This design comes from an exercise in tuning for a short achievable clock period and few clock cycles on the open sky130 flow, not from production work. Only simulation tests tie the RTL to the original design; equivalence was not proved. Power is estimated from default activity; no workload was simulated.

$ cat design.v
package acc_cpu_pkg;
    localparam int word_width = 16;
    localparam int addr_width = 8;
    localparam int op_width   = 4;
    localparam int kind_width = 4;
    localparam int mem_words = 2 ** addr_width;
    typedef logic [word_width-1:0] word_t;
    typedef logic [addr_width-1:0] addr_t;
    typedef logic [mem_words-1:0] wsel_t;
    typedef logic [op_width-1:0] alu_op_t;
    localparam alu_op_t alu_add  = 4'h0;
    localparam alu_op_t alu_sub  = 4'h1;
    localparam alu_op_t alu_mul  = 4'h2;
    localparam alu_op_t alu_div  = 4'h3;
    localparam alu_op_t alu_shl  = 4'h4;
    localparam alu_op_t alu_shr  = 4'h5;
    localparam alu_op_t alu_rol  = 4'h6;
    localparam alu_op_t alu_ror  = 4'h7;
    localparam alu_op_t alu_and  = 4'h8;
    localparam alu_op_t alu_or   = 4'h9;
    localparam alu_op_t alu_xor  = 4'ha;
    localparam alu_op_t alu_nor  = 4'hb;
    localparam alu_op_t alu_nand = 4'hc;
    localparam alu_op_t alu_xnor = 4'hd;
    localparam alu_op_t alu_gt   = 4'he;
    localparam alu_op_t alu_eq   = 4'hf;
    localparam logic [kind_width-1:0] kind_load  = 4'h1;
    localparam logic [kind_width-1:0] kind_store = 4'h2;
    localparam logic [kind_width-1:0] kind_alu   = 4'h3;
    localparam logic [kind_width-1:0] kind_jump  = 4'h4;
    localparam logic [kind_width-1:0] kind_jz    = 4'h5;
endpackage
`timescale 1ns/10ps
module acc_add #(
    parameter int W = 16,
    parameter int L = 4
) (
    input  logic [W-1:0] a,
    input  logic [W-1:0] b,
    input  logic         cin,
    output logic [W-1:0] s,
    output logic         cout
);
    logic [W*(L+1)-1:0] g;
    logic [W*(L+1)-1:0] p;
    logic [W-1:0]       hp;
    assign hp = a ^ b;
    for (genvar i = 0; i < W; i++) begin : g_l0
        if (i == 0) begin : g_cin
            assign g[i] = (a[i] & b[i]) | (hp[i] & cin);
        end else begin : g_plain
            assign g[i] = a[i] & b[i];
        end
        assign p[i] = hp[i];
    end
    for (genvar k = 1; k <= L; k++) begin : g_lvl
        for (genvar i = 0; i < W; i++) begin : g_bit
            if (i >= (1 << (k - 1))) begin : g_merge
                assign g[W*k+i] = g[W*(k-1)+i] | (p[W*(k-1)+i] & g[W*(k-1)+i-(1<<(k-1))]);
                assign p[W*k+i] = p[W*(k-1)+i] & p[W*(k-1)+i-(1<<(k-1))];
            end else begin : g_pass
                assign g[W*k+i] = g[W*(k-1)+i];
                assign p[W*k+i] = p[W*(k-1)+i];
            end
        end
    end
    assign s[0] = hp[0] ^ cin;
    for (genvar i = 1; i < W; i++) begin : g_sum
        assign s[i] = hp[i] ^ g[W*L+i-1];
    end
    assign cout = g[W*L+W-1];
endmodule
module acc_gt #(
    parameter int W = 16
) (
    input  logic [W-1:0] x,
    input  logic [W-1:0] y,
    output logic         gt
);
    logic cout;
    logic [W-1:0] unused_s;
    acc_add #(.W(W)) u_add (
        .a    (x),
        .b    (~y),
        .cin  (1'b0),
        .s    (unused_s),
        .cout (cout)
    );
    assign gt = cout;
endmodule
module acc_alu (
    input  acc_cpu_pkg::alu_op_t operation,
    input  acc_cpu_pkg::word_t   operand_a,
    input  acc_cpu_pkg::word_t   arith_a,
    input  acc_cpu_pkg::word_t   operand_b,
    output acc_cpu_pkg::word_t   result
);
    logic               is_sub;
    acc_cpu_pkg::word_t sum;
    logic               sum_cout;
    logic               a_gt_b;
    assign is_sub = operation == acc_cpu_pkg::alu_sub;
    acc_add #(.W(16)) u_add (
        .a    (arith_a),
        .b    (is_sub ? ~operand_b : operand_b),
        .cin  (is_sub),
        .s    (sum),
        .cout (sum_cout)
    );
    acc_gt #(.W(16)) u_gt (
        .x  (arith_a),
        .y  (operand_b),
        .gt (a_gt_b)
    );
    always_comb begin
        case (operation)
            acc_cpu_pkg::alu_add:  result = sum;
            acc_cpu_pkg::alu_sub:  result = sum;
            acc_cpu_pkg::alu_div:  result = (operand_b == '0) ? 16'hffff : 16'h0000;
            acc_cpu_pkg::alu_shl:  result = {operand_a[14:0], 1'b0};
            acc_cpu_pkg::alu_shr:  result = {1'b0, operand_a[15:1]};
            acc_cpu_pkg::alu_rol:  result = {operand_a[14:0], operand_a[15]};
            acc_cpu_pkg::alu_ror:  result = {operand_a[0], operand_a[15:1]};
            acc_cpu_pkg::alu_and:  result = operand_a & operand_b;
            acc_cpu_pkg::alu_or:   result = operand_a | operand_b;
            acc_cpu_pkg::alu_xor:  result = operand_a ^ operand_b;
            acc_cpu_pkg::alu_nor:  result = ~(operand_a | operand_b);
            acc_cpu_pkg::alu_nand: result = ~(operand_a & operand_b);
            acc_cpu_pkg::alu_xnor: result = ~(operand_a ^ operand_b);
            acc_cpu_pkg::alu_gt:   result = {15'd0, a_gt_b};
            acc_cpu_pkg::alu_eq:   result = {15'd0, arith_a == operand_b};
            default:               result = '0;
        endcase
    end
endmodule
module acc_mul (
    input  acc_cpu_pkg::word_t a,
    input  acc_cpu_pkg::word_t b,
    output acc_cpu_pkg::word_t p
);
    acc_cpu_pkg::word_t pp0, pp1, pp2, pp3, pp4, pp5, pp6, pp7;
    acc_cpu_pkg::word_t pp8, pp9, pp10, pp11, pp12, pp13, pp14, pp15;
    acc_cpu_pkg::word_t sum_x, sum_y;
    logic               unused_cout;
    assign pp0  = b[0]  ? a         : '0;
    assign pp1  = b[1]  ? (a << 1)  : '0;
    assign pp2  = b[2]  ? (a << 2)  : '0;
    assign pp3  = b[3]  ? (a << 3)  : '0;
    assign pp4  = b[4]  ? (a << 4)  : '0;
    assign pp5  = b[5]  ? (a << 5)  : '0;
    assign pp6  = b[6]  ? (a << 6)  : '0;
    assign pp7  = b[7]  ? (a << 7)  : '0;
    assign pp8  = b[8]  ? (a << 8)  : '0;
    assign pp9  = b[9]  ? (a << 9)  : '0;
    assign pp10 = b[10] ? (a << 10) : '0;
    assign pp11 = b[11] ? (a << 11) : '0;
    assign pp12 = b[12] ? (a << 12) : '0;
    assign pp13 = b[13] ? (a << 13) : '0;
    assign pp14 = b[14] ? (a << 14) : '0;
    assign pp15 = b[15] ? (a << 15) : '0;
    acc_cpu_pkg::word_t cs0_s, cs0_m, cs0_c, cs1_s, cs1_m, cs1_c, cs2_s, cs2_m, cs2_c, cs3_s, cs3_m, cs3_c, cs4_s, cs4_m, cs4_c, cs5_s, cs5_m, cs5_c, cs6_s, cs6_m, cs6_c, cs7_s, cs7_m, cs7_c, cs8_s, cs8_m, cs8_c, cs9_s, cs9_m, cs9_c, cs10_s, cs10_m, cs10_c, cs11_s, cs11_m, cs11_c, cs12_s, cs12_m, cs12_c, cs13_s, cs13_m, cs13_c;
    assign cs0_s = pp0 ^ pp1 ^ pp2;
    assign cs0_m = (pp0 & pp1) | (pp0 & pp2) | (pp1 & pp2);
    assign cs0_c = {cs0_m[14:0], 1'b0};
    assign cs1_s = pp3 ^ pp4 ^ pp5;
    assign cs1_m = (pp3 & pp4) | (pp3 & pp5) | (pp4 & pp5);
    assign cs1_c = {cs1_m[14:0], 1'b0};
    assign cs2_s = pp6 ^ pp7 ^ pp8;
    assign cs2_m = (pp6 & pp7) | (pp6 & pp8) | (pp7 & pp8);
    assign cs2_c = {cs2_m[14:0], 1'b0};
    assign cs3_s = pp9 ^ pp10 ^ pp11;
    assign cs3_m = (pp9 & pp10) | (pp9 & pp11) | (pp10 & pp11);
    assign cs3_c = {cs3_m[14:0], 1'b0};
    assign cs4_s = pp12 ^ pp13 ^ pp14;
    assign cs4_m = (pp12 & pp13) | (pp12 & pp14) | (pp13 & pp14);
    assign cs4_c = {cs4_m[14:0], 1'b0};
    assign cs5_s = cs0_s ^ cs0_c ^ cs1_s;
    assign cs5_m = (cs0_s & cs0_c) | (cs0_s & cs1_s) | (cs0_c & cs1_s);
    assign cs5_c = {cs5_m[14:0], 1'b0};
    assign cs6_s = cs1_c ^ cs2_s ^ cs2_c;
    assign cs6_m = (cs1_c & cs2_s) | (cs1_c & cs2_c) | (cs2_s & cs2_c);
    assign cs6_c = {cs6_m[14:0], 1'b0};
    assign cs7_s = cs3_s ^ cs3_c ^ cs4_s;
    assign cs7_m = (cs3_s & cs3_c) | (cs3_s & cs4_s) | (cs3_c & cs4_s);
    assign cs7_c = {cs7_m[14:0], 1'b0};
    assign cs8_s = cs5_s ^ cs5_c ^ cs6_s;
    assign cs8_m = (cs5_s & cs5_c) | (cs5_s & cs6_s) | (cs5_c & cs6_s);
    assign cs8_c = {cs8_m[14:0], 1'b0};
    assign cs9_s = cs6_c ^ cs7_s ^ cs7_c;
    assign cs9_m = (cs6_c & cs7_s) | (cs6_c & cs7_c) | (cs7_s & cs7_c);
    assign cs9_c = {cs9_m[14:0], 1'b0};
    assign cs10_s = cs8_s ^ cs8_c ^ cs9_s;
    assign cs10_m = (cs8_s & cs8_c) | (cs8_s & cs9_s) | (cs8_c & cs9_s);
    assign cs10_c = {cs10_m[14:0], 1'b0};
    assign cs11_s = cs9_c ^ cs4_c ^ pp15;
    assign cs11_m = (cs9_c & cs4_c) | (cs9_c & pp15) | (cs4_c & pp15);
    assign cs11_c = {cs11_m[14:0], 1'b0};
    assign cs12_s = cs10_s ^ cs10_c ^ cs11_s;
    assign cs12_m = (cs10_s & cs10_c) | (cs10_s & cs11_s) | (cs10_c & cs11_s);
    assign cs12_c = {cs12_m[14:0], 1'b0};
    assign cs13_s = cs12_s ^ cs12_c ^ cs11_c;
    assign cs13_m = (cs12_s & cs12_c) | (cs12_s & cs11_c) | (cs12_c & cs11_c);
    assign cs13_c = {cs13_m[14:0], 1'b0};
    assign sum_x = cs13_s;
    assign sum_y = cs13_c;
    acc_add #(.W(16)) u_add (
        .a    (sum_x),
        .b    (sum_y),
        .cin  (1'b0),
        .s    (p),
        .cout (unused_cout)
    );
endmodule
module acc_div_step (
    input  acc_cpu_pkg::word_t divisor,
    input  logic [17:0]        d3,
    input  acc_cpu_pkg::word_t rem_in,
    input  acc_cpu_pkg::word_t quo_in,
    output acc_cpu_pkg::word_t rem_out,
    output acc_cpu_pkg::word_t quo_out
);
    acc_cpu_pkg::word_t rem_mid;
    acc_cpu_pkg::word_t quo_mid;
    acc_div_radix4 u_first (
        .divisor (divisor),
        .d3      (d3),
        .rem_in  (rem_in),
        .quo_in  (quo_in),
        .rem_out (rem_mid),
        .quo_out (quo_mid)
    );
    acc_div_radix4 u_second (
        .divisor (divisor),
        .d3      (d3),
        .rem_in  (rem_mid),
        .quo_in  (quo_mid),
        .rem_out (rem_out),
        .quo_out (quo_out)
    );
endmodule
module acc_div_radix4 (
    input  acc_cpu_pkg::word_t divisor,
    input  logic [17:0]        d3,
    input  acc_cpu_pkg::word_t rem_in,
    input  acc_cpu_pkg::word_t quo_in,
    output acc_cpu_pkg::word_t rem_out,
    output acc_cpu_pkg::word_t quo_out
);
    logic [17:0] r;
    logic [17:0] t1, t2, t3;
    logic        c1, c2, c3;
    assign r = {rem_in, quo_in[15:14]};
    acc_add #(.W(18), .L(5)) u_s1 (.a(r), .b(~{2'b00, divisor}),       .cin(1'b1), .s(t1), .cout(c1));
    acc_add #(.W(18), .L(5)) u_s2 (.a(r), .b(~{1'b0, divisor, 1'b0}),  .cin(1'b1), .s(t2), .cout(c2));
    acc_add #(.W(18), .L(5)) u_s3 (.a(r), .b(~d3),                     .cin(1'b1), .s(t3), .cout(c3));
    always_comb begin
        if (c3) begin
            rem_out = t3[15:0];
            quo_out = {quo_in[13:0], 2'd3};
        end else if (c2) begin
            rem_out = t2[15:0];
            quo_out = {quo_in[13:0], 2'd2};
        end else if (c1) begin
            rem_out = t1[15:0];
            quo_out = {quo_in[13:0], 2'd1};
        end else begin
            rem_out = r[15:0];
            quo_out = {quo_in[13:0], 2'd0};
        end
    end
endmodule
`timescale 1ns/10ps
module mem_read #(
    parameter int NW = 256,
    parameter int NL = 16
) (
    input  logic [NW*16-1:0]   words,
    input  logic [NL-1:0]      lo,
    input  logic [NW/NL-1:0]   hi,
    output acc_cpu_pkg::word_t q
);
    localparam int NH = NW / NL;
    logic [NH*16-1:0] hq;
    for (genvar h = 0; h < NH; h++) begin : g_grp
        acc_cpu_pkg::word_t part;
        always_comb begin
            part = '0;
            for (int k = 0; k < NL; k++) begin
                part = part | (words[16*(NL*h+k) +: 16] & {16{lo[k]}});
            end
        end
        assign hq[16*h +: 16] = part & {16{hi[h]}};
    end
    always_comb begin
        q = '0;
        for (int h = 0; h < NH; h++) begin
            q = q | hq[16*h +: 16];
        end
    end
endmodule
module main_memory (
    input  logic               clk,
    input  logic               busy,
    input  logic               host_we,
    input  acc_cpu_pkg::addr_t host_addr,
    input  acc_cpu_pkg::word_t host_wdata,
    output acc_cpu_pkg::word_t host_rdata,
    input  logic [15:0]        op1_lo,
    input  logic [15:0]        op1_hi,
    output acc_cpu_pkg::word_t op1_data,
    input  logic [15:0]        op2_lo,
    input  logic [15:0]        op2_hi,
    output acc_cpu_pkg::word_t op2_data,
    input  logic               st1_we,
    input  logic [15:0]        st1_lo,
    input  logic [15:0]        st1_hi,
    input  acc_cpu_pkg::word_t st1_data,
    input  logic               st2_we,
    input  logic [15:0]        st2_lo,
    input  logic [15:0]        st2_hi,
    input  acc_cpu_pkg::word_t st2_data,
    input  logic [63:0]        fb_lo,
    input  logic [15:0]        fb_hi,
    input  logic [1:0]         fa_low,
    output acc_cpu_pkg::word_t fetch_w1,
    output acc_cpu_pkg::word_t fetch_w2,
    output acc_cpu_pkg::word_t fetch_w3
);
    localparam int nw = acc_cpu_pkg::mem_words;
    logic [nw*16-1:0] ram;
    logic [15:0] h_lo, h_hi, p1_lo, p1_hi;
    assign h_lo  = 16'(1) << host_addr[3:0];
    assign h_hi  = 16'(1) << host_addr[7:4];
    assign p1_lo = busy ? st1_lo : h_lo;
    assign p1_hi = busy ? st1_hi : h_hi;
    logic               we1;
    acc_cpu_pkg::word_t wd1;
    assign we1 = busy ? st1_we : host_we;
    assign wd1 = busy ? st1_data : host_wdata;
    for (genvar i = 0; i < nw; i++) begin : g_word
        logic               hit1;
        logic               hit2;
        assign hit1 = we1 & p1_lo[i % 16] & p1_hi[i / 16];
        assign hit2 = st2_we & st2_lo[i % 16] & st2_hi[i / 16];
        always_ff @(posedge clk) begin
            if (hit2) begin
                ram[16*i +: 16] <= st2_data;
            end else if (hit1) begin
                ram[16*i +: 16] <= wd1;
            end
        end
    end
    mem_read #(.NW(256), .NL(16)) u_rd1 (
        .words (ram),
        .lo    (op1_lo),
        .hi    (op1_hi),
        .q     (op1_data)
    );
    mem_read #(.NW(256), .NL(16)) u_rd2 (
        .words (ram),
        .lo    (op2_lo),
        .hi    (op2_hi),
        .q     (op2_data)
    );
    logic [63:0] bank_data;
    for (genvar r = 0; r < 4; r++) begin : g_fbank
        logic [nw*4-1:0] bank_words;
        for (genvar k = 0; k < nw / 4; k++) begin : g_split
            assign bank_words[16*k +: 16] = ram[16*(4*k+r) +: 16];
        end
        acc_cpu_pkg::word_t q;
        mem_read #(.NW(64), .NL(16)) u_rdb (
            .words (bank_words),
            .lo    (fb_lo[16*r +: 16]),
            .hi    (fb_hi[4*r +: 4]),
            .q     (q)
        );
        assign bank_data[16*r +: 16] = q;
    end
    logic [63:0] rot;
    always_comb begin
        case (fa_low)
            2'd0:    rot = bank_data;
            2'd1:    rot = {bank_data[15:0], bank_data[63:16]};
            2'd2:    rot = {bank_data[31:0], bank_data[63:32]};
            default: rot = {bank_data[47:0], bank_data[63:48]};
        endcase
    end
    assign fetch_w1 = rot[15:0];
    assign fetch_w2 = rot[31:16];
    assign fetch_w3 = rot[47:32];
    acc_cpu_pkg::word_t host_data;
    mem_read #(.NW(256), .NL(16)) u_rdh (
        .words (ram),
        .lo    (h_lo),
        .hi    (h_hi),
        .q     (host_data)
    );
    always_ff @(posedge clk) begin
        host_rdata <= host_data;
    end
endmodule
`timescale 1ns/10ps
module cpu_control (
    input  logic                 clk,
    input  logic                 arst_n,
    input  logic                 start,
    output logic [63:0]          fb_lo,
    output logic [15:0]          fb_hi,
    output logic [1:0]           fa_low,
    input  acc_cpu_pkg::word_t   fetch_w1,
    input  acc_cpu_pkg::word_t   fetch_w2,
    input  acc_cpu_pkg::word_t   fetch_w3,
    output logic [15:0]          op1_lo,
    output logic [15:0]          op1_hi,
    input  acc_cpu_pkg::word_t   op1_data,
    output logic [15:0]          op2_lo,
    output logic [15:0]          op2_hi,
    input  acc_cpu_pkg::word_t   op2_data,
    output logic                 st1_we,
    output logic [15:0]          st1_lo,
    output logic [15:0]          st1_hi,
    output acc_cpu_pkg::word_t   st1_data,
    output logic                 st2_we,
    output logic [15:0]          st2_lo,
    output logic [15:0]          st2_hi,
    output acc_cpu_pkg::word_t   st2_data,
    output logic                 busy,
    output logic                 halted,
    output acc_cpu_pkg::word_t   acc,
    output acc_cpu_pkg::addr_t   pc
);
    localparam logic [1:0] xm_first = 2'd0;
    localparam logic [1:0] xm_div   = 2'd2;
    acc_cpu_pkg::addr_t  fpc;
    logic [17:0]         fpc_k;
    logic                fstop;
    logic                rv1, rv2;
    acc_cpu_pkg::word_t  rir1, rir2;
    logic [17:0]         rk1, rk2;
    acc_cpu_pkg::addr_t  rpc1;
    logic                rhalt;
    logic                rsame12;
    logic                xv1, xv2;
    acc_cpu_pkg::word_t  xir1, xir2;
    logic [17:0]         xk1, xk2;
    logic                xsame12;
    acc_cpu_pkg::word_t  b1, b2;
    logic [15:0]         x1_lo, x1_hi, x2_lo, x2_hi;
    logic [1:0]          xm;
    acc_cpu_pkg::word_t  mbr;
    logic [17:0]         mbr3;
    acc_cpu_pkg::word_t  drem;
    acc_cpu_pkg::word_t  dquo;
    logic [1:0]          dcnt;
    logic x1_load, x1_store, x1_alu, x1_jz, x1_mul, x1_div;
    logic x2_load, x2_store, x2_alu, x2_jz, x2_mul;
    assign x1_load  = xir1[15:12] == acc_cpu_pkg::kind_load;
    assign x1_store = xir1[15:12] == acc_cpu_pkg::kind_store;
    assign x1_alu   = xir1[15:12] == acc_cpu_pkg::kind_alu;
    assign x1_jz    = xir1[15:12] == acc_cpu_pkg::kind_jz;
    assign x1_mul   = x1_alu && (xir1[11:8] == acc_cpu_pkg::alu_mul);
    assign x1_div   = x1_alu && (xir1[11:8] == acc_cpu_pkg::alu_div);
    assign x2_load  = xir2[15:12] == acc_cpu_pkg::kind_load;
    assign x2_store = xir2[15:12] == acc_cpu_pkg::kind_store;
    assign x2_alu   = xir2[15:12] == acc_cpu_pkg::kind_alu;
    assign x2_jz    = xir2[15:12] == acc_cpu_pkg::kind_jz;
    assign x2_mul   = x2_alu && (xir2[11:8] == acc_cpu_pkg::alu_mul);
    logic acc_zero;
    assign acc_zero = (acc == '0);
    logic x_go;
    assign x_go = xv1 && (xm == xm_first);
    logic jz1_taken, jz2_taken, jz_taken, do2;
    assign jz1_taken = x_go && x1_jz && acc_zero;
    assign do2       = x_go && xv2 && !jz1_taken;
    assign jz2_taken = do2 && x2_jz && acc_zero;
    assign jz_taken  = jz1_taken || jz2_taken;
    acc_cpu_pkg::word_t b2s;
    assign b2s = xsame12 ? acc : b2;
    acc_cpu_pkg::word_t arith2, mul_b, product;
    assign arith2 = x1_load ? b1 : acc;
    assign mul_b  = x1_mul ? b1 : b2s;
    acc_mul u_mul (
        .a (arith2),
        .b (mul_b),
        .p (product)
    );
    acc_cpu_pkg::word_t alu1_result, alu2_result, acc1, acc2;
    acc_alu u_alu1 (
        .operation (xir1[11:8]),
        .operand_a (acc),
        .arith_a   (acc),
        .operand_b (b1),
        .result    (alu1_result)
    );
    always_comb begin
        if (x1_load) begin
            acc1 = b1;
        end else if (x1_mul) begin
            acc1 = product;
        end else if (x1_alu) begin
            acc1 = alu1_result;
        end else begin
            acc1 = acc;
        end
    end
    acc_alu u_alu2 (
        .operation (xir2[11:8]),
        .operand_a (acc1),
        .arith_a   (acc1),
        .operand_b (b2s),
        .result    (alu2_result)
    );
    always_comb begin
        if (!do2) begin
            acc2 = acc1;
        end else if (x2_load) begin
            acc2 = b2s;
        end else if (x2_mul) begin
            acc2 = product;
        end else if (x2_alu) begin
            acc2 = alu2_result;
        end else begin
            acc2 = acc1;
        end
    end
    assign st1_we   = x_go && x1_store;
    assign st1_lo   = x1_lo;
    assign st1_hi   = x1_hi;
    assign st1_data = acc;
    assign st2_we   = do2 && x2_store;
    assign st2_lo   = x2_lo;
    assign st2_hi   = x2_hi;
    assign st2_data = acc1;
    logic               st2_early;
    acc_cpu_pkg::word_t st2_early_data;
    assign st2_early      = !x1_alu;
    assign st2_early_data = x1_load ? b1 : acc;
    logic div_small, skip3, skip2, skip1, div_start;
    acc_gt #(.W(16)) u_small (.x(b1), .y(acc),                 .gt(div_small));
    acc_gt #(.W(16)) u_skip3 (.x(b1), .y({4'd0, acc[15:4]}),   .gt(skip3));
    acc_gt #(.W(16)) u_skip2 (.x(b1), .y({8'd0, acc[15:8]}),   .gt(skip2));
    acc_gt #(.W(16)) u_skip1 (.x(b1), .y({12'd0, acc[15:12]}), .gt(skip1));
    assign div_start = x_go && x1_div && (b1 != '0) && !div_small;
    logic [17:0] b1_x3;
    logic        unused_x3_cout;
    acc_add #(.W(18), .L(5)) u_x3 (
        .a    ({2'b00, b1}),
        .b    ({1'b0, b1, 1'b0}),
        .cin  (1'b0),
        .s    (b1_x3),
        .cout (unused_x3_cout)
    );
    acc_cpu_pkg::word_t step_rem, step_quo;
    acc_div_step u_step (
        .divisor (mbr),
        .d3      (mbr3),
        .rem_in  (drem),
        .quo_in  (dquo),
        .rem_out (step_rem),
        .quo_out (step_quo)
    );
    logic hold;
    assign hold = div_start || ((xm == xm_div) && (dcnt != 2'd3));
    logic x1_hits_r1, x2_hits_r1, x1_hits_r2, x2_hits_r2;
    assign x1_hits_r1 = st1_we && (xir1[7:0] == rir1[7:0]);
    assign x2_hits_r1 = st2_we && (xir2[7:0] == rir1[7:0]);
    assign x1_hits_r2 = st1_we && (xir1[7:0] == rir2[7:0]);
    assign x2_hits_r2 = st2_we && (xir2[7:0] == rir2[7:0]);
    acc_cpu_pkg::word_t r_b1, r_b2;
    assign r_b1 = x2_hits_r1 ? acc1 : (x1_hits_r1 ? acc : op1_data);
    assign r_b2 = x2_hits_r2 ? acc1 : (x1_hits_r2 ? acc : op2_data);
    logic run_end;
    assign run_end = rv1 && rhalt && !hold && !jz_taken;
    acc_cpu_pkg::addr_t fa, fa_p1, fa_p2, jz_target;
    logic [17:0]        jz_k;
    logic [23:0]        fa_k;
    assign jz_target = jz1_taken ? xir1[7:0] : xir2[7:0];
    assign jz_k      = jz1_taken ? xk1 : xk2;
    assign fa        = jz_taken ? jz_target : fpc;
    assign fa_k      = {fa[7:2], (jz_taken ? jz_k : fpc_k)};
    assign fa_p1     = fa + 8'd1;
    assign fa_p2     = fa + 8'd2;
    for (genvar r = 0; r < 4; r++) begin : g_fsel
        assign fb_lo[16*r +: 16] = 16'(1) << fa_k[6*r +: 4];
        assign fb_hi[4*r +: 4]   = 4'(1) << fa_k[6*r+4 +: 2];
    end
    assign fa_low = fa[1:0];
    logic rs1, rs2;
    assign rs1 = rv1 && !jz_taken && (rir1[15:12] == acc_cpu_pkg::kind_store);
    assign rs2 = rv2 && !jz_taken && (rir2[15:12] == acc_cpu_pkg::kind_store);
    logic [2:0]  hit_late, hit_x1, hit_x2;
    logic [23:0] fw_addr;
    assign fw_addr = {fa_p2, fa_p1, fa};
    for (genvar i = 0; i < 3; i++) begin : g_hit
        assign hit_x1[i]   = st1_we && (xir1[7:0] == fw_addr[8*i +: 8]);
        assign hit_x2[i]   = st2_we && (xir2[7:0] == fw_addr[8*i +: 8]);
        assign hit_late[i] = (rs1 && (rir1[7:0] == fw_addr[8*i +: 8]))
                             || (rs2 && (rir2[7:0] == fw_addr[8*i +: 8]))
                             || (hit_x2[i] && !st2_early);
    end
    acc_cpu_pkg::word_t w1, w2, w3;
    logic               w1_stale, w2_stale, w3_stale;
    always_comb begin
        if (hit_x2[0]) begin
            w1 = st2_early_data;
        end else if (hit_x1[0]) begin
            w1 = acc;
        end else begin
            w1 = fetch_w1;
        end
    end
    assign w2       = fetch_w2;
    assign w3       = fetch_w3;
    assign w1_stale = hit_late[0];
    assign w2_stale = hit_late[1] || hit_x1[1] || hit_x2[1];
    assign w3_stale = hit_late[2] || hit_x1[2] || hit_x2[2];
    logic [3:0] k1, k2;
    assign k1 = w1[15:12];
    assign k2 = w2[15:12];
    logic w1_halt, w1_jump, w1_mul, w1_div, w1_modacc, w1_store, w1_self;
    logic w2_plain, w2_mul, w2_jump, w2_jz, w2_store, pair, fold3;
    assign w1_halt   = (k1 == 4'h0) || (k1 > acc_cpu_pkg::kind_jz);
    assign w1_jump   = k1 == acc_cpu_pkg::kind_jump;
    assign w1_mul    = (k1 == acc_cpu_pkg::kind_alu) && (w1[11:8] == acc_cpu_pkg::alu_mul);
    assign w1_div    = (k1 == acc_cpu_pkg::kind_alu) && (w1[11:8] == acc_cpu_pkg::alu_div);
    assign w1_modacc = (k1 == acc_cpu_pkg::kind_load) || (k1 == acc_cpu_pkg::kind_alu);
    assign w1_store  = k1 == acc_cpu_pkg::kind_store;
    assign w1_self   = w1_store && (w1[7:0] == fa_p1);
    assign w2_plain  = (k2 == acc_cpu_pkg::kind_load) || (k2 == acc_cpu_pkg::kind_store)
                       || ((k2 == acc_cpu_pkg::kind_alu)
                           && (w2[11:8] != acc_cpu_pkg::alu_mul) && (w2[11:8] != acc_cpu_pkg::alu_div));
    assign w2_mul    = (k2 == acc_cpu_pkg::kind_alu) && (w2[11:8] == acc_cpu_pkg::alu_mul);
    assign w2_jump   = k2 == acc_cpu_pkg::kind_jump;
    assign w2_jz     = k2 == acc_cpu_pkg::kind_jz;
    assign w2_store  = k2 == acc_cpu_pkg::kind_store;
    assign pair      = !w1_halt && !w1_jump && !w1_mul && !w1_div && !w1_self && !w2_stale
                       && (w2_plain || w2_jump
                           || ((w2_jz || w2_mul) && !w1_modacc)
                           || (w2_mul && (k1 == acc_cpu_pkg::kind_load)));
    assign fold3 = pair && !w2_jump && (w3[15:12] == acc_cpu_pkg::kind_jump) && !w3_stale
                   && !(w1_store && (w1[7:0] == fa_p2))
                   && !(w2_store && (w2[7:0] == fa_p2));
    acc_cpu_pkg::addr_t next_fpc;
    logic [17:0]        next_k, w1_k, w2_k, w3_k, p1_k, p2_k;
    fetch_bank_index u_k1 (.a(w1[7:0]), .k(w1_k));
    fetch_bank_index u_k2 (.a(w2[7:0]), .k(w2_k));
    fetch_bank_index u_k3 (.a(w3[7:0]), .k(w3_k));
    fetch_bank_index u_p1 (.a(fa_p1),   .k(p1_k));
    fetch_bank_index u_p2 (.a(fa_p2),   .k(p2_k));
    always_comb begin
        if (w1_jump) begin
            next_fpc = w1[7:0];
            next_k   = w1_k;
        end else if (!pair) begin
            next_fpc = fa_p1;
            next_k   = p1_k;
        end else if (w2_jump) begin
            next_fpc = w2[7:0];
            next_k   = w2_k;
        end else if (fold3) begin
            next_fpc = w3[7:0];
            next_k   = w3_k;
        end else begin
            next_fpc = fa_p2;
            next_k   = p2_k;
        end
    end
    logic f_issue;
    assign f_issue = busy && !hold && (!fstop || jz_taken) && !w1_stale;
    always_ff @(posedge clk or negedge arst_n) begin
        if (!arst_n) begin
            busy   <= 1'b0;
            halted <= 1'b0;
            pc     <= '0;
            acc    <= '0;
            fstop  <= 1'b0;
            rv1    <= 1'b0;
            rv2    <= 1'b0;
            xv1    <= 1'b0;
            xv2    <= 1'b0;
            xm     <= xm_first;
        end else if (!busy) begin
            if (start) begin
                busy   <= 1'b1;
                halted <= 1'b0;
                pc     <= '0;
                fstop  <= 1'b0;
                rv1    <= 1'b0;
                rv2    <= 1'b0;
                xv1    <= 1'b0;
                xv2    <= 1'b0;
                xm     <= xm_first;
            end
        end else begin
            if (xm == xm_first) begin
                if (x_go && !div_start) begin
                    acc <= acc2;
                end
                if (div_start) begin
                    xm <= xm_div;
                end
            end else if (dcnt == 2'd3) begin
                acc <= step_quo;
                xm  <= xm_first;
            end
            if (run_end) begin
                busy   <= 1'b0;
                halted <= 1'b1;
                pc     <= rpc1;
                fstop  <= 1'b0;
                rv1    <= 1'b0;
                rv2    <= 1'b0;
                xv1    <= 1'b0;
                xv2    <= 1'b0;
            end else if (!hold) begin
                xv1 <= rv1 && !rhalt && !jz_taken;
                xv2 <= rv2 && !jz_taken;
                rv1 <= f_issue;
                rv2 <= f_issue && pair;
                if (f_issue && w1_halt) begin
                    fstop <= 1'b1;
                end else if (jz_taken) begin
                    fstop <= 1'b0;
                end
            end
        end
    end
    always_ff @(posedge clk) begin
        if (!busy) begin
            fpc   <= '0;
            fpc_k <= '0;
        end else if (!hold) begin
            if (f_issue) begin
                fpc    <= next_fpc;
                fpc_k  <= next_k;
            end else begin
                fpc    <= fa;
                fpc_k  <= fa_k[17:0];
            end
            rir1    <= w1;
            rir2    <= w2;
            rk1     <= w1_k;
            rk2     <= w2_k;
            rpc1    <= fa;
            rhalt   <= w1_halt;
            rsame12 <= w1_store && (w1[7:0] == w2[7:0]);
            op1_lo  <= 16'(1) << w1[3:0];
            op1_hi  <= 16'(1) << w1[7:4];
            op2_lo  <= 16'(1) << w2[3:0];
            op2_hi  <= 16'(1) << w2[7:4];
            xir1    <= rir1;
            xir2    <= rir2;
            xk1     <= rk1;
            xk2     <= rk2;
            xsame12 <= rsame12;
            x1_lo   <= op1_lo;
            x1_hi   <= op1_hi;
            x2_lo   <= op2_lo;
            x2_hi   <= op2_hi;
            b1      <= r_b1;
            b2      <= r_b2;
        end
        if (xm == xm_first) begin
            mbr  <= b1;
            mbr3 <= b1_x3;
            if (skip3) begin
                drem <= {4'd0, acc[15:4]};
                dquo <= {acc[3:0], 12'd0};
                dcnt <= 2'd3;
            end else if (skip2) begin
                drem <= {8'd0, acc[15:8]};
                dquo <= {acc[7:0], 8'd0};
                dcnt <= 2'd2;
            end else if (skip1) begin
                drem <= {12'd0, acc[15:12]};
                dquo <= {acc[11:0], 4'd0};
                dcnt <= 2'd1;
            end else begin
                drem <= '0;
                dquo <= acc;
                dcnt <= 2'd0;
            end
        end else begin
            drem <= step_rem;
            dquo <= step_quo;
            dcnt <= dcnt + 2'd1;
        end
    end
endmodule
module fetch_bank_index (
    input  acc_cpu_pkg::addr_t a,
    output logic [17:0]        k
);
    acc_cpu_pkg::addr_t a1, a2, a3;
    assign a1 = a + 8'd1;
    assign a2 = a + 8'd2;
    assign a3 = a + 8'd3;
    assign k  = {a1[7:2], a2[7:2], a3[7:2]};
endmodule
`timescale 1ns/10ps
module acc_cpu_top (
    input  logic               clk,
    input  logic               arst_n,
    input  logic               start,
    input  logic               host_we,
    input  acc_cpu_pkg::addr_t host_addr,
    input  acc_cpu_pkg::word_t host_wdata,
    output acc_cpu_pkg::word_t host_rdata,
    output logic               busy,
    output logic               halted,
    output acc_cpu_pkg::word_t acc,
    output acc_cpu_pkg::addr_t pc
);
    logic [63:0]        fb_lo;
    logic [15:0]        fb_hi;
    logic [1:0]         fa_low;
    acc_cpu_pkg::word_t fetch_w1;
    acc_cpu_pkg::word_t fetch_w2;
    acc_cpu_pkg::word_t fetch_w3;
    logic [15:0]        op1_lo;
    logic [15:0]        op1_hi;
    acc_cpu_pkg::word_t op1_data;
    logic [15:0]        op2_lo;
    logic [15:0]        op2_hi;
    acc_cpu_pkg::word_t op2_data;
    logic               st1_we;
    logic [15:0]        st1_lo;
    logic [15:0]        st1_hi;
    acc_cpu_pkg::word_t st1_data;
    logic               st2_we;
    logic [15:0]        st2_lo;
    logic [15:0]        st2_hi;
    acc_cpu_pkg::word_t st2_data;
    cpu_control u_control (
        .clk       (clk),
        .arst_n    (arst_n),
        .start     (start),
        .fb_lo     (fb_lo),
        .fb_hi     (fb_hi),
        .fa_low    (fa_low),
        .fetch_w1  (fetch_w1),
        .fetch_w2  (fetch_w2),
        .fetch_w3  (fetch_w3),
        .op1_lo    (op1_lo),
        .op1_hi    (op1_hi),
        .op1_data  (op1_data),
        .op2_lo    (op2_lo),
        .op2_hi    (op2_hi),
        .op2_data  (op2_data),
        .st1_we    (st1_we),
        .st1_lo    (st1_lo),
        .st1_hi    (st1_hi),
        .st1_data  (st1_data),
        .st2_we    (st2_we),
        .st2_lo    (st2_lo),
        .st2_hi    (st2_hi),
        .st2_data  (st2_data),
        .busy      (busy),
        .halted    (halted),
        .acc       (acc),
        .pc        (pc)
    );
    main_memory u_memory (
        .clk        (clk),
        .busy       (busy),
        .host_we    (host_we),
        .host_addr  (host_addr),
        .host_wdata (host_wdata),
        .host_rdata (host_rdata),
        .op1_lo     (op1_lo),
        .op1_hi     (op1_hi),
        .op1_data   (op1_data),
        .op2_lo     (op2_lo),
        .op2_hi     (op2_hi),
        .op2_data   (op2_data),
        .st1_we     (st1_we),
        .st1_lo     (st1_lo),
        .st1_hi     (st1_hi),
        .st1_data   (st1_data),
        .st2_we     (st2_we),
        .st2_lo     (st2_lo),
        .st2_hi     (st2_hi),
        .st2_data   (st2_data),
        .fb_lo      (fb_lo),
        .fb_hi      (fb_hi),
        .fa_low     (fa_low),
        .fetch_w1   (fetch_w1),
        .fetch_w2   (fetch_w2),
        .fetch_w3   (fetch_w3)
    );
endmodule
$ cat flow/run.sh
#!/bin/bash
# The standard layout (standard.sh: standard synthesis, floorplan,
# placement, CTS, routing), with the timing repair steps asked to leave
# more setup slack than the clock period needs, so that they keep
# improving the critical paths instead of stopping at the period.
# make's output goes to standard.log; each ORFS step keeps its own log
# under orfs/logs.
set -uo pipefail
export SETUP_SLACK_MARGIN=19
export TNS_END_PERCENT=0
bash standard.sh > standard.log 2>&1
$ cat standard.sh
#!/bin/bash
# synth_recipe.tcl (not shown) runs the flow's synth.tcl, then flattens the netlist and writes it again
# the make line also repeats each setting of config.mk as NAME=value (left out here)
make -C /OpenROAD-flow-scripts/flow DESIGN_CONFIG=/design/flow/config.mk WORK_HOME=/design/flow/orfs CLKGATE_MAP_FILE= SYNTH_SCRIPT=/design/flow/synth_recipe.tcl "${@:-finish}"
$ cat config.mk
export PLATFORM = sky130hd
export DESIGN_NAME = acc_cpu_top
export DESIGN_NICKNAME = acc_cpu_top
export VERILOG_FILES = /design/flow/design.v
export SDC_FILE = /design/flow/constraint.sdc
export NUM_CORES = 4
export LEC_CHECK = 0
export ABC_CLOCK_PERIOD_IN_PS = 5000
export CAP_MARGIN = 20
export CORE_MARGIN = 2
export CORE_UTILIZATION = 35
export SLEW_MARGIN = 20
export SYNTH_MEMORY_MAX_BITS = 8192
$ cat constraint.sdc
create_clock -name core_clock -period 26.0 [get_ports {clk}]
set_input_delay 5.2000 -clock core_clock [delete_from_list [all_inputs] [get_ports {clk}]]
set_output_delay 5.2000 -clock core_clock [all_outputs]
set_load 0.01 [all_outputs]
==> results of run 1 <==
## power by group through the flow
stage	Combinational, uW	Sequential (uW)	Clock (uW)
2_1_floorplan	48.7	8070	0
4_1_cts	199	7910	8630
3_5_place_dp	186	8070	0
3_3_place_gp	186	8070	0
## timing repair
action	in CTS
resized for setup	1502
gates cloned	59
buffers inserted	408
pin swaps	272
endpoints found under the setup margin	7942
## how the worst min path moves through the flow
stage | cells past startpoint | endpoint | start
after global placement | 0 | u_control.xk2[10] | u_control.rk2[10]
after CTS | 0 | u_control.xk1[10] | u_control.rk1[10]
after detailed placement | 0 | u_control.xir2[11] | u_control.rir2[11]
after floorplan | 0 | u_control.xir1[10] | u_control.rir1[10]
## metal layers
layer | GRT usage | overflow
met5 | 0.872 | 363
met1 | 0.975 | 3881
met2 | 1.03 | 9991
met3 | 0.953 | 3844
met4 | 0.974 | 5058
## metrics by stage
| step | setup WS, ns | power, uW | util | cell area, sq um |
|---|---|---|---|---|
| after floorplan | 18.02 | 8110 | - | 311000 |
| after detailed placement | 13.15 | 8250 | 0.388 | 344000 |
| after global placement | 12.74 | 8250 | 0.384 | 341000 |
| after CTS | 17.35 | 16700 | 0.424 | 376000 |
## cells by family after synthesis
| logic type | Yosys count | share of synthesized area |
|---|---|---|
| compound gates | 14822 | 0.334 |
| simple gates | 8694 | 0.122 |
| flops | 4544 | 0.436 |
| buf+inv | 4357 | 0.0566 |
| mux | 640 | 0.0213 |
| fa+ha+maj | 435 | 0.0197 |
| xor+xnor | 374 | 0.0106 |
==> run notes, run 1 <==
port bufs 69; GRT Util Overall 0.982; Fail Step 5_1_grt; GP Congestion between 1 and 1.5; most numerous cell in the Yosys netlist a21oi_1; Log Error [ERROR GRT-0116] Global routing finished with congestion. Check the congestion regions in the DRC Viewer.; htree depth 6; DPL Wire Length 3060 mm; FP Rows approximately 350; vias in the first global route between 400k and 500k; Inst Count DP about 45,000; syn_area_per_cell around 9.2 sq um; Starting Density 0.351; area leader, netlist edfxtp_1; synth warn 6; commonest cells in the netlist 4,854 x a21oi_1, 4,833 x nor2_1, 4,436 x edfxtp_1, 3,119 x clkbuf_1, 2,568 x a221oi_1; first-pass GRT wire length a little under 6000 mm; largest cells by area after synthesis edfxtp_1 43%, a21oi_1 7.8%, a221oi_1 7.2%; Syn Nets roughly 34,000; Cell variety after synth around 130; Die Height roughly 950 microns; Yosys reg bits between 4,000 and 5,000; status did not finish; Clock Path Buffers 4; mapped cell area ~310,000 sq um; commonest register cell after synthesis edfxtp_1; Seq/Total Area, Yosys 0.436; Num CTS Buffers ~570; Async SR Flop Fraction 0.00704; number of flops mapped to enable cells by yosys between 4,000 and 5,000; Overflow after GRT roughly 23,000; top-area cell type share of the netlist area 0.428; root buf cell clkbuf_16; hold buffers post-CTS 0; Cells after Synth about 34,000; largest net degree at the start of global routing between 100 and 150; I/O pins 70; Sink Count 4,544; Die W about 950 microns
Testbench counts, summed over its fixed seeds: cycles 36,537.
==> run 2: changes to the inputs <==
==> run.sh (new file) <==
#!/bin/bash
# synth_recipe.tcl (not shown) runs the flow's synth.tcl, then flattens the netlist and writes it again
# the make line also repeats each setting of config.mk as NAME=value (left out here)
make -C /OpenROAD-flow-scripts/flow DESIGN_CONFIG=/design/flow/config.mk WORK_HOME=/design/flow/orfs CLKGATE_MAP_FILE= SYNTH_SCRIPT=/design/flow/synth_recipe.tcl finish
--- a/config.mk
+++ b/config.mk
@@ -9,5 +9,6 @@
 export CAP_MARGIN = 20
 export CORE_MARGIN = 2
 export CORE_UTILIZATION = 35
+export SETUP_SLACK_MARGIN = 5
 export SLEW_MARGIN = 20
 export SYNTH_MEMORY_MAX_BITS = 8192
removed: flow/run.sh
removed: standard.sh
==> run 2 against run 1 <==
Against the previous run: the flow again stops in 5_1_grt; synthesized area did not move; synthesized cell count did not move.
==> run notes, run 2 <==
status did not finish; Fail Step 5_1_grt; Log Error [ERROR GRT-0116] Global routing finished with congestion. Check the congestion regions in the DRC Viewer.; FP Rows 346 (unchanged); commonest cells in the netlist 4,854 x a21oi_1, 4,833 x nor2_1, 4,436 x edfxtp_1, 3,119 x clkbuf_1, 2,568 x a221oi_1; first-pass GRT wire length ~6000 mm; DPL Wire Length 3080 mm (+0.41%); hold buffers post-CTS 0 (unchanged); simple-gate area share of the yosys netlist 0.122 (unchanged); Seq/Total Area, Yosys 0.436 (unchanged); root buf cell clkbuf_16; setup bufs post-CTS 0 (-100%); commonest register cell after synthesis edfxtp_1; Compound-Gate Fraction of Synth Area 0.334 (unchanged); number of flops mapped to enable cells by yosys 4,436 (unchanged); Yosys reg bits 4,544 (unchanged); post-cts repair resize count 0 (-100%); largest cells by area after synthesis edfxtp_1 43%, a21oi_1 7.8%, a221oi_1 7.2%; area leader, netlist edfxtp_1; synth warn 6 (unchanged); syn_area_per_cell 9.18 sq um (unchanged); GP Congestion 1.58 (+6.3%); Async SR Flop Fraction 0.00704 (unchanged); Overflow after GRT 34,368; Cells after Synth 33,866 (unchanged); Num CTS Buffers 581 (+1.4%); mapped cell area 311,000 sq um (unchanged); Die Height 947 microns (unchanged); mux cell area share after synthesis 0.0213 (unchanged); htree depth 6 (unchanged); Die W 947 microns (unchanged); I/O pins 70 (unchanged); Syn Nets 34,329 (unchanged); vias in the first global route between 400k and 500k; pre-CTS WS 13.28 ns (+0.131 ns); top-area cell type share of the netlist area 0.428 (unchanged); port bufs 69 (unchanged); Clock Path Buffers 4 (unchanged); Starting Density 0.351 (unchanged); largest net degree at the start of global routing approximately 100; Cell variety after synth 128 (unchanged); GRT Util Overall 0.989; Sink Count 4,544 (unchanged); main combinational cell family by area after synthesis compound AO/OA/AOI/OAI gates; adder-cell area share of the yosys netlist 0.0197 (unchanged); placed standard-cell area 343,000 sq um (-0.25%); most numerous cell in the Yosys netlist a21oi_1; post-synthesis xor/xnor area fraction 0.0106 (unchanged)
## run 2: cell counts after synthesis
No cell type changed its count.
## run 2: cells by family after synthesis
logic type,after synthesis
AOI/OAI and AO/OA,14822
and+or+nand+nor,8694
DFF,4544
buffers and inverters,4357
muxes,640
adders and majority gates,435
xor gates and xnor gates,374
## run 2: stage by stage
step	hold slack, ns	cells	utilization
4_1_cts	0.417	45648	0.409
3_5_place_dp	0.405	44591	0.387
3_3_place_gp	0.401	44485	0.384
2_1_floorplan	0.400	33866	-
## run 2: power by group through the flow
| stage | combinational (uW) | clock, uW | sequential (uW) |
|---|---|---|---|
| after floorplan | 48.7 | 0 | 8070 |
| after global placement | 188 | 0 | 8070 |
| after detailed placement | 187 | 0 | 8070 |
| after CTS | 187 | 8640 | 7910 |
## run 2: metal layers
layer	global-route usage	GRT overflow
met1	0.974	5701
met2	1.05	15811
met3	0.951	5398
met4	0.979	6888
met5	0.853	570
## run 2: worst max path at each step
stage / end / slack (ns) / cells past startpoint
3_5_place_dp: u_memory.ram[527] / 13.28 / 36
4_1_cts: u_memory.ram[271] / 13.27 / 37
2_1_floorplan: u_control.xv2 / 16.23 / 12
3_3_place_gp: u_control.fpc_k[17] / 12.38 / 31
==> run 3: changes to the inputs <==
--- a/design.v
+++ b/design.v
@@ -350,10 +350,13 @@
             end
         end
     end
+    logic [15:0] r1_lo, r1_hi;
+    assign r1_lo = busy ? op1_lo : h_lo;
+    assign r1_hi = busy ? op1_hi : h_hi;
     mem_read #(.NW(256), .NL(16)) u_rd1 (
         .words (ram),
-        .lo    (op1_lo),
-        .hi    (op1_hi),
+        .lo    (r1_lo),
+        .hi    (r1_hi),
         .q     (op1_data)
     );
     mem_read #(.NW(256), .NL(16)) u_rd2 (
@@ -389,15 +392,8 @@
     assign fetch_w1 = rot[15:0];
     assign fetch_w2 = rot[31:16];
     assign fetch_w3 = rot[47:32];
-    acc_cpu_pkg::word_t host_data;
-    mem_read #(.NW(256), .NL(16)) u_rdh (
-        .words (ram),
-        .lo    (h_lo),
-        .hi    (h_hi),
-        .q     (host_data)
-    );
     always_ff @(posedge clk) begin
-        host_rdata <= host_data;
+        host_rdata <= op1_data;
     end
 endmodule
 `timescale 1ns/10ps
@@ -496,8 +492,6 @@
     always_comb begin
         if (x1_load) begin
             acc1 = b1;
-        end else if (x1_mul) begin
-            acc1 = product;
         end else if (x1_alu) begin
             acc1 = alu1_result;
         end else begin
@@ -512,7 +506,9 @@
         .result    (alu2_result)
     );
     always_comb begin
-        if (!do2) begin
+        if (x1_mul) begin
+            acc2 = product;
+        end else if (!do2) begin
             acc2 = acc1;
         end else if (x2_load) begin
             acc2 = b2s;
==> flow/run.sh (new file) <==
#!/bin/bash
# The standard layout (standard.sh: standard synthesis, floorplan,
# placement, CTS, routing), with the timing repair steps asked to leave
# more setup slack than the clock period needs, so that they keep
# improving the critical paths instead of stopping at the period.
# make's output goes to standard.log; each ORFS step keeps its own log
# under orfs/logs.
set -uo pipefail
export SETUP_SLACK_MARGIN=19
export TNS_END_PERCENT=0
bash standard.sh > standard.log 2>&1
==> standard.sh (new file) <==
#!/bin/bash
# synth_recipe.tcl (not shown) runs the flow's synth.tcl, then flattens the netlist and writes it again
# the make line also repeats each setting of config.mk as NAME=value (left out here)
make -C /OpenROAD-flow-scripts/flow DESIGN_CONFIG=/design/flow/config.mk WORK_HOME=/design/flow/orfs CLKGATE_MAP_FILE= SYNTH_SCRIPT=/design/flow/synth_recipe.tcl "${@:-finish}"
==> config.mk (replaced) <==
export PLATFORM = sky130hd
export DESIGN_NAME = acc_cpu_top
export DESIGN_NICKNAME = acc_cpu_top
export VERILOG_FILES = /design/flow/design.v
export SDC_FILE = /design/flow/constraint.sdc
export NUM_CORES = 4
export LEC_CHECK = 0
export ABC_CLOCK_PERIOD_IN_PS = 3000
export CAP_MARGIN = 20
export CORE_MARGIN = 2
export CORE_UTILIZATION = 28
export SLEW_MARGIN = 20
export SYNTH_MEMORY_MAX_BITS = 8192
removed: run.sh
==> run 3 against run 2 <==
Against the previous run: the run again fails in 5_1_grt; synthesized area decreased by 7.2%; synthesized cell count decreased by 8.1%.
==> run notes, run 3 <==
status did not finish; Fail Step 5_1_grt; Log Error [ERROR GRT-0116] Global routing finished with congestion. Check the congestion regions in the DRC Viewer.; Cells after Synth 31,126 (-8.1%); Starting Density 0.281 (-0.0698); area leader, netlist edfxtp_1; Cell variety after synth 117 (-8.6%); Async SR Flop Fraction 0.00704 (unchanged); root buf cell clkbuf_16; commonest register cell after synthesis edfxtp_1; Die Height 1.02 mm (+7.7%); number of flops mapped to enable cells by yosys 4,436 (unchanged); Die W 1.02 mm (+7.7%); Seq/Total Area, Yosys 0.470 (+0.0339); commonest cells in the netlist 4,937 x a21oi_1, 4,847 x nor2_1, 4,436 x edfxtp_1, 2,791 x clkbuf_1, 2,013 x a22oi_1; Syn Nets 31,589 (-8.0%); largest net degree at the start of global routing between 100 and 150; mapped cell area 289,000 sq um (-7.2%); syn_area_per_cell 9.27 sq um (+0.95%); Num CTS Buffers 615 (+5.9%); GRT Util Overall 0.797; top-area cell type share of the netlist area 0.462 (+0.0333); port bufs 69 (unchanged); placed standard-cell area 324,000 sq um (-5.4%); Inst Count DP 44,025 (-1.3%); htree depth 6 (unchanged); most numerous cell in the Yosys netlist a21oi_1; Sink Count 4,544 (unchanged); DPL Wire Length 2920 mm (-5.2%); Yosys reg bits 4,544 (unchanged); Clock Path Buffers 5 (+1); hold buffers post-CTS 0 (unchanged); first-pass GRT wire length around 5300 mm; pre-CTS WS 13.27 ns (-0.0154 ns); vias in the first global route 368,335; largest cells by area after synthesis edfxtp_1 46%, a21oi_1 8.6%, nor2_1 6.3%; synth warn 6 (unchanged); GP Congestion 1.35 (-14%); Overflow after GRT 19; I/O pins 70 (unchanged); FP Rows 372 (+7.5%)
run 3: changes by cell type after synthesis, sizes merged, moves of 50 or more:
cell    change
o21ai      -65
and3       -50
a22o      -946
clkbuf    -329
a221oi   -1049
nand4     -250
a22oi     -238
mux2       -56
buf       -136
a21oi      +85
nand2     +216
run 3: worst max-delay path by stage:
stage / to / slack [ns]
floorplan: u_control.b1[8] / 18.45
global placement: u_control.b1[4] / 10.48
detailed placement: u_control.fpc_k[1] / 13.27
CTS: u_control.fpc_k[1] / 17.12
run 3: per-stage QoR:
step                total power, uW  utilization
global placement               8080        0.313
detailed placement             8080        0.316
CTS                           16900        0.347
floorplan                      8070            -
run 3: cell families after synthesis:
group / Yosys count / synth area share
compound gates: 12573 / 0.292
xor+xnor: 389 / 0.0118
fa+ha+maj: 435 / 0.0212
simple gates: 8672 / 0.129
mux: 624 / 0.0221
buf+inv: 3889 / 0.0535
flops: 4544 / 0.470
run 3: power by group through the flow:
stage	sequential (uW)	clock (uW)	combinational (uW)
after floorplan	8070	0	1.94
after detailed placement	8070	0	11.5
after CTS	7910	8950	11.9
after global placement	8070	0	11.6
run 3: what timing repair did:
item,4_1_cts
cloned,53
endpoints found under the setup margin,5840
pin swaps,185
setup buffers,323
resized for setup,1457
run 3: routing by layer:
| metal | overflow | track usage |
|---|---|---|
| met3 | 6 | 0.713 |
| met2 | 7 | 0.888 |
| met1 | 3 | 0.812 |
| met4 | 3 | 0.743 |
| met5 | 0 | 0.599 |
Testbench counts of run 3, summed over its fixed seeds: cycles 36,537.
==> run 4: changes to the inputs <==
--- a/design.v
+++ b/design.v
@@ -311,14 +311,10 @@
     input  logic [15:0]        op2_lo,
     input  logic [15:0]        op2_hi,
     output acc_cpu_pkg::word_t op2_data,
-    input  logic               st1_we,
-    input  logic [15:0]        st1_lo,
-    input  logic [15:0]        st1_hi,
-    input  acc_cpu_pkg::word_t st1_data,
-    input  logic               st2_we,
-    input  logic [15:0]        st2_lo,
-    input  logic [15:0]        st2_hi,
-    input  acc_cpu_pkg::word_t st2_data,
+    input  logic               st_we,
+    input  logic [15:0]        st_lo,
+    input  logic [15:0]        st_hi,
+    input  acc_cpu_pkg::word_t st_data,
     input  logic [63:0]        fb_lo,
     input  logic [15:0]        fb_hi,
     input  logic [1:0]         fa_low,
@@ -328,25 +324,20 @@
 );
     localparam int nw = acc_cpu_pkg::mem_words;
     logic [nw*16-1:0] ram;
-    logic [15:0] h_lo, h_hi, p1_lo, p1_hi;
+    logic [15:0] h_lo, h_hi;
     assign h_lo  = 16'(1) << host_addr[3:0];
     assign h_hi  = 16'(1) << host_addr[7:4];
-    assign p1_lo = busy ? st1_lo : h_lo;
-    assign p1_hi = busy ? st1_hi : h_hi;
-    logic               we1;
-    acc_cpu_pkg::word_t wd1;
-    assign we1 = busy ? st1_we : host_we;
-    assign wd1 = busy ? st1_data : host_wdata;
+    logic [15:0]        w_lo, w_hi;
+    logic               we;
+    acc_cpu_pkg::word_t wd;
+    assign w_lo = busy ? st_lo : h_lo;
+    assign w_hi = busy ? st_hi : h_hi;
+    assign we   = busy ? st_we : host_we;
+    assign wd   = busy ? st_data : host_wdata;
     for (genvar i = 0; i < nw; i++) begin : g_word
-        logic               hit1;
-        logic               hit2;
-        assign hit1 = we1 & p1_lo[i % 16] & p1_hi[i / 16];
-        assign hit2 = st2_we & st2_lo[i % 16] & st2_hi[i / 16];
         always_ff @(posedge clk) begin
-            if (hit2) begin
-                ram[16*i +: 16] <= st2_data;
-            end else if (hit1) begin
-                ram[16*i +: 16] <= wd1;
+            if (we & w_lo[i % 16] & w_hi[i / 16]) begin
+                ram[16*i +: 16] <= wd;
             end
         end
     end
@@ -413,14 +404,10 @@
     output logic [15:0]          op2_lo,
     output logic [15:0]          op2_hi,
     input  acc_cpu_pkg::word_t   op2_data,
-    output logic                 st1_we,
-    output logic [15:0]          st1_lo,
-    output logic [15:0]          st1_hi,
-    output acc_cpu_pkg::word_t   st1_data,
-    output logic                 st2_we,
-    output logic [15:0]          st2_lo,
-    output logic [15:0]          st2_hi,
-    output acc_cpu_pkg::word_t   st2_data,
+    output logic                 st_we,
+    output logic [15:0]          st_lo,
+    output logic [15:0]          st_hi,
+    output acc_cpu_pkg::word_t   st_data,
     output logic                 busy,
     output logic                 halted,
     output acc_cpu_pkg::word_t   acc,
@@ -442,7 +429,7 @@
     logic [17:0]         xk1, xk2;
     logic                xsame12;
     acc_cpu_pkg::word_t  b1, b2;
-    logic [15:0]         x1_lo, x1_hi, x2_lo, x2_hi;
+    logic [15:0]         xs_lo, xs_hi;
     logic [1:0]          xm;
     acc_cpu_pkg::word_t  mbr;
     logic [17:0]         mbr3;
@@ -520,14 +507,13 @@
             acc2 = acc1;
         end
     end
-    assign st1_we   = x_go && x1_store;
-    assign st1_lo   = x1_lo;
-    assign st1_hi   = x1_hi;
-    assign st1_data = acc;
-    assign st2_we   = do2 && x2_store;
-    assign st2_lo   = x2_lo;
-    assign st2_hi   = x2_hi;
-    assign st2_data = acc1;
+    logic st1_we, st2_we;
+    assign st1_we  = x_go && x1_store;
+    assign st2_we  = do2 && x2_store;
+    assign st_we   = st1_we || st2_we;
+    assign st_lo   = xs_lo;
+    assign st_hi   = xs_hi;
+    assign st_data = x1_store ? acc : acc1;
     logic               st2_early;
     acc_cpu_pkg::word_t st2_early_data;
     assign st2_early      = !x1_alu;
@@ -631,6 +617,7 @@
     assign w2_jz     = k2 == acc_cpu_pkg::kind_jz;
     assign w2_store  = k2 == acc_cpu_pkg::kind_store;
     assign pair      = !w1_halt && !w1_jump && !w1_mul && !w1_div && !w1_self && !w2_stale
+                       && !(w1_store && w2_store)
                        && (w2_plain || w2_jump
                            || ((w2_jz || w2_mul) && !w1_modacc)
                            || (w2_mul && (k1 == acc_cpu_pkg::kind_load)));
@@ -750,10 +737,13 @@
             xk1     <= rk1;
             xk2     <= rk2;
             xsame12 <= rsame12;
-            x1_lo   <= op1_lo;
-            x1_hi   <= op1_hi;
-            x2_lo   <= op2_lo;
-            x2_hi   <= op2_hi;
+            if (rv2 && (rir2[15:12] == acc_cpu_pkg::kind_store)) begin
+                xs_lo <= op2_lo;
+                xs_hi <= op2_hi;
+            end else begin
+                xs_lo <= op1_lo;
+                xs_hi <= op1_hi;
+            end
             b1      <= r_b1;
             b2      <= r_b2;
         end
@@ -820,14 +810,10 @@
     logic [15:0]        op2_lo;
     logic [15:0]        op2_hi;
     acc_cpu_pkg::word_t op2_data;
-    logic               st1_we;
-    logic [15:0]        st1_lo;
-    logic [15:0]        st1_hi;
-    acc_cpu_pkg::word_t st1_data;
-    logic               st2_we;
-    logic [15:0]        st2_lo;
-    logic [15:0]        st2_hi;
-    acc_cpu_pkg::word_t st2_data;
+    logic               st_we;
+    logic [15:0]        st_lo;
+    logic [15:0]        st_hi;
+    acc_cpu_pkg::word_t st_data;
     cpu_control u_control (
         .clk       (clk),
         .arst_n    (arst_n),
@@ -844,14 +830,10 @@
         .op2_lo    (op2_lo),
         .op2_hi    (op2_hi),
         .op2_data  (op2_data),
-        .st1_we    (st1_we),
-        .st1_lo    (st1_lo),
-        .st1_hi    (st1_hi),
-        .st1_data  (st1_data),
-        .st2_we    (st2_we),
-        .st2_lo    (st2_lo),
-        .st2_hi    (st2_hi),
-        .st2_data  (st2_data),
+        .st_we     (st_we),
+        .st_lo     (st_lo),
+        .st_hi     (st_hi),
+        .st_data   (st_data),
         .busy      (busy),
         .halted    (halted),
         .acc       (acc),
@@ -870,14 +852,10 @@
         .op2_lo     (op2_lo),
         .op2_hi     (op2_hi),
         .op2_data   (op2_data),
-        .st1_we     (st1_we),
-        .st1_lo     (st1_lo),
-        .st1_hi     (st1_hi),
-        .st1_data   (st1_data),
-        .st2_we     (st2_we),
-        .st2_lo     (st2_lo),
-        .st2_hi     (st2_hi),
-        .st2_data   (st2_data),
+        .st_we      (st_we),
+        .st_lo      (st_lo),
+        .st_hi      (st_hi),
+        .st_data    (st_data),
         .fb_lo      (fb_lo),
         .fb_hi      (fb_hi),
         .fa_low     (fa_low),
--- a/flow/run.sh
+++ b/flow/run.sh
@@ -7,5 +7,5 @@
 # under orfs/logs.
 set -uo pipefail
 export SETUP_SLACK_MARGIN=19
-export TNS_END_PERCENT=0
+export TNS_END_PERCENT=5
 bash standard.sh > standard.log 2>&1
--- a/config.mk
+++ b/config.mk
@@ -5,9 +5,9 @@
 export SDC_FILE = /design/flow/constraint.sdc
 export NUM_CORES = 4
 export LEC_CHECK = 0
-export ABC_CLOCK_PERIOD_IN_PS = 3000
+export ABC_CLOCK_PERIOD_IN_PS = 1500
 export CAP_MARGIN = 20
 export CORE_MARGIN = 2
-export CORE_UTILIZATION = 28
+export CORE_UTILIZATION = 32
 export SLEW_MARGIN = 20
 export SYNTH_MEMORY_MAX_BITS = 8192
==> run 4 against run 3 <==
Against the previous run: the run again fails in 5_1_grt; synthesized cell count decreased by 33%; synthesized area shrank 16%.
==> run notes, run 4 <==
FP Rows 320 (-14%); area leader, netlist edfxtp_1; most numerous cell in the Yosys netlist edfxtp_1; vias in the first global route approximately 290k; number of flops mapped to enable cells by yosys 4,404 (-0.72%); largest cells by area after synthesis edfxtp_1 54%, a22oi_1 6.6%, a221oi_1 5.4%; commonest register cell after synthesis edfxtp_1; syn_area_per_cell 11.7 sq um (+26%); hold buffers post-CTS 0 (unchanged); first-pass GRT wire length 4020 mm; Cells after Synth 20,851 (-33%); synth warn 6 (unchanged); Clock Path Buffers 4 (-1); Overflow after GRT 1; GRT Util Overall 0.826; status did not finish; top-area cell type share of the netlist area 0.543 (+0.0809); Starting Density 0.321 (+0.0400); htree depth 6 (unchanged); Yosys reg bits 4,512 (-0.70%); Syn Nets 21,314 (-33%); Cell variety after synth 117 (unchanged); Die W 877 microns (-14%); Sink Count 4,512 (-0.70%); port bufs 69 (unchanged); Die Height 877 microns (-14%); DPL Wire Length 2100 mm (-28%); root buf cell clkbuf_16; Fail Step 5_1_grt; Log Error [ERROR GRT-0116] Global routing finished with congestion. Check the congestion regions in the DRC Viewer.; mapped cell area 244,000 sq um (-16%); Num CTS Buffers 566 (-8.0%); Seq/Total Area, Yosys 0.552 (+0.0824); commonest cells in the netlist 4,404 x edfxtp_1, 2,152 x a22oi_1, 1,493 x a221oi_1, 1,476 x a22o_1, 1,163 x nand2_1; I/O pins 70 (unchanged); GP Congestion 1.32 (-2.6%); Async SR Flop Fraction 0.00709 (+0.0000499); largest net degree at the start of global routing approximately 180
## run 4: worst max path at each step
| stage | startpoint | to | slack [ns] | cells after the start |
|---|---|---|---|---|
| floorplan | host_wdata[14] | u_memory.ram[1006] | 17.76 | 2 |
| global placement | host_addr[0] | u_control.b1[2] | 11.12 | 16 |
| detailed placement | u_control.acc[15] | u_control.fpc_k[6] | 12.62 | 32 |
| CTS | host_addr[1] | u_control.b1[0] | 17.62 | 17 |
## run 4: metal layers
metal,global-route usage,overflow
met1,0.827,0
met2,0.897,1
met3,0.772,0
met4,0.794,0
met5,0.668,0
## run 4: through the flow
stage / instances / worst slack (ns) / cell area [sq um]
floorplan: 20851 / 17.76 / 244000
global placement: 31236 / 11.12 / 272000
detailed placement: 31319 / 12.62 / 274000
CTS: 33938 / 17.62 / 326000
## run 4: power by group through the flow
stage	clock network [uW]	logic, uW	registers [uW]
floorplan	0	15400	11300
global placement	0	38800	11800
detailed placement	0	38600	11800
CTS	8330	45700	11600
## run 4: timing repair
item	4_1_cts
endpoints found under the setup margin	5206
cloned	141
buffers inserted	1452
pin swaps	614
resized for setup	3442
endpoints found under the hold margin	0
## run 4: kinds of logic after synthesis
group	count (synthesis)	synth area share
AO/OA/AOI/OAI	8237	0.257
flip-flops	4512	0.552
AND/OR/NAND/NOR	4407	0.0863
buffers and inverters	2196	0.0369
multiplexers	706	0.0298
adder cells (fa/ha/maj)	436	0.0252
XOR/XNOR	357	0.0129
Testbench counts of run 4, summed over its fixed seeds: cycles 36,909.
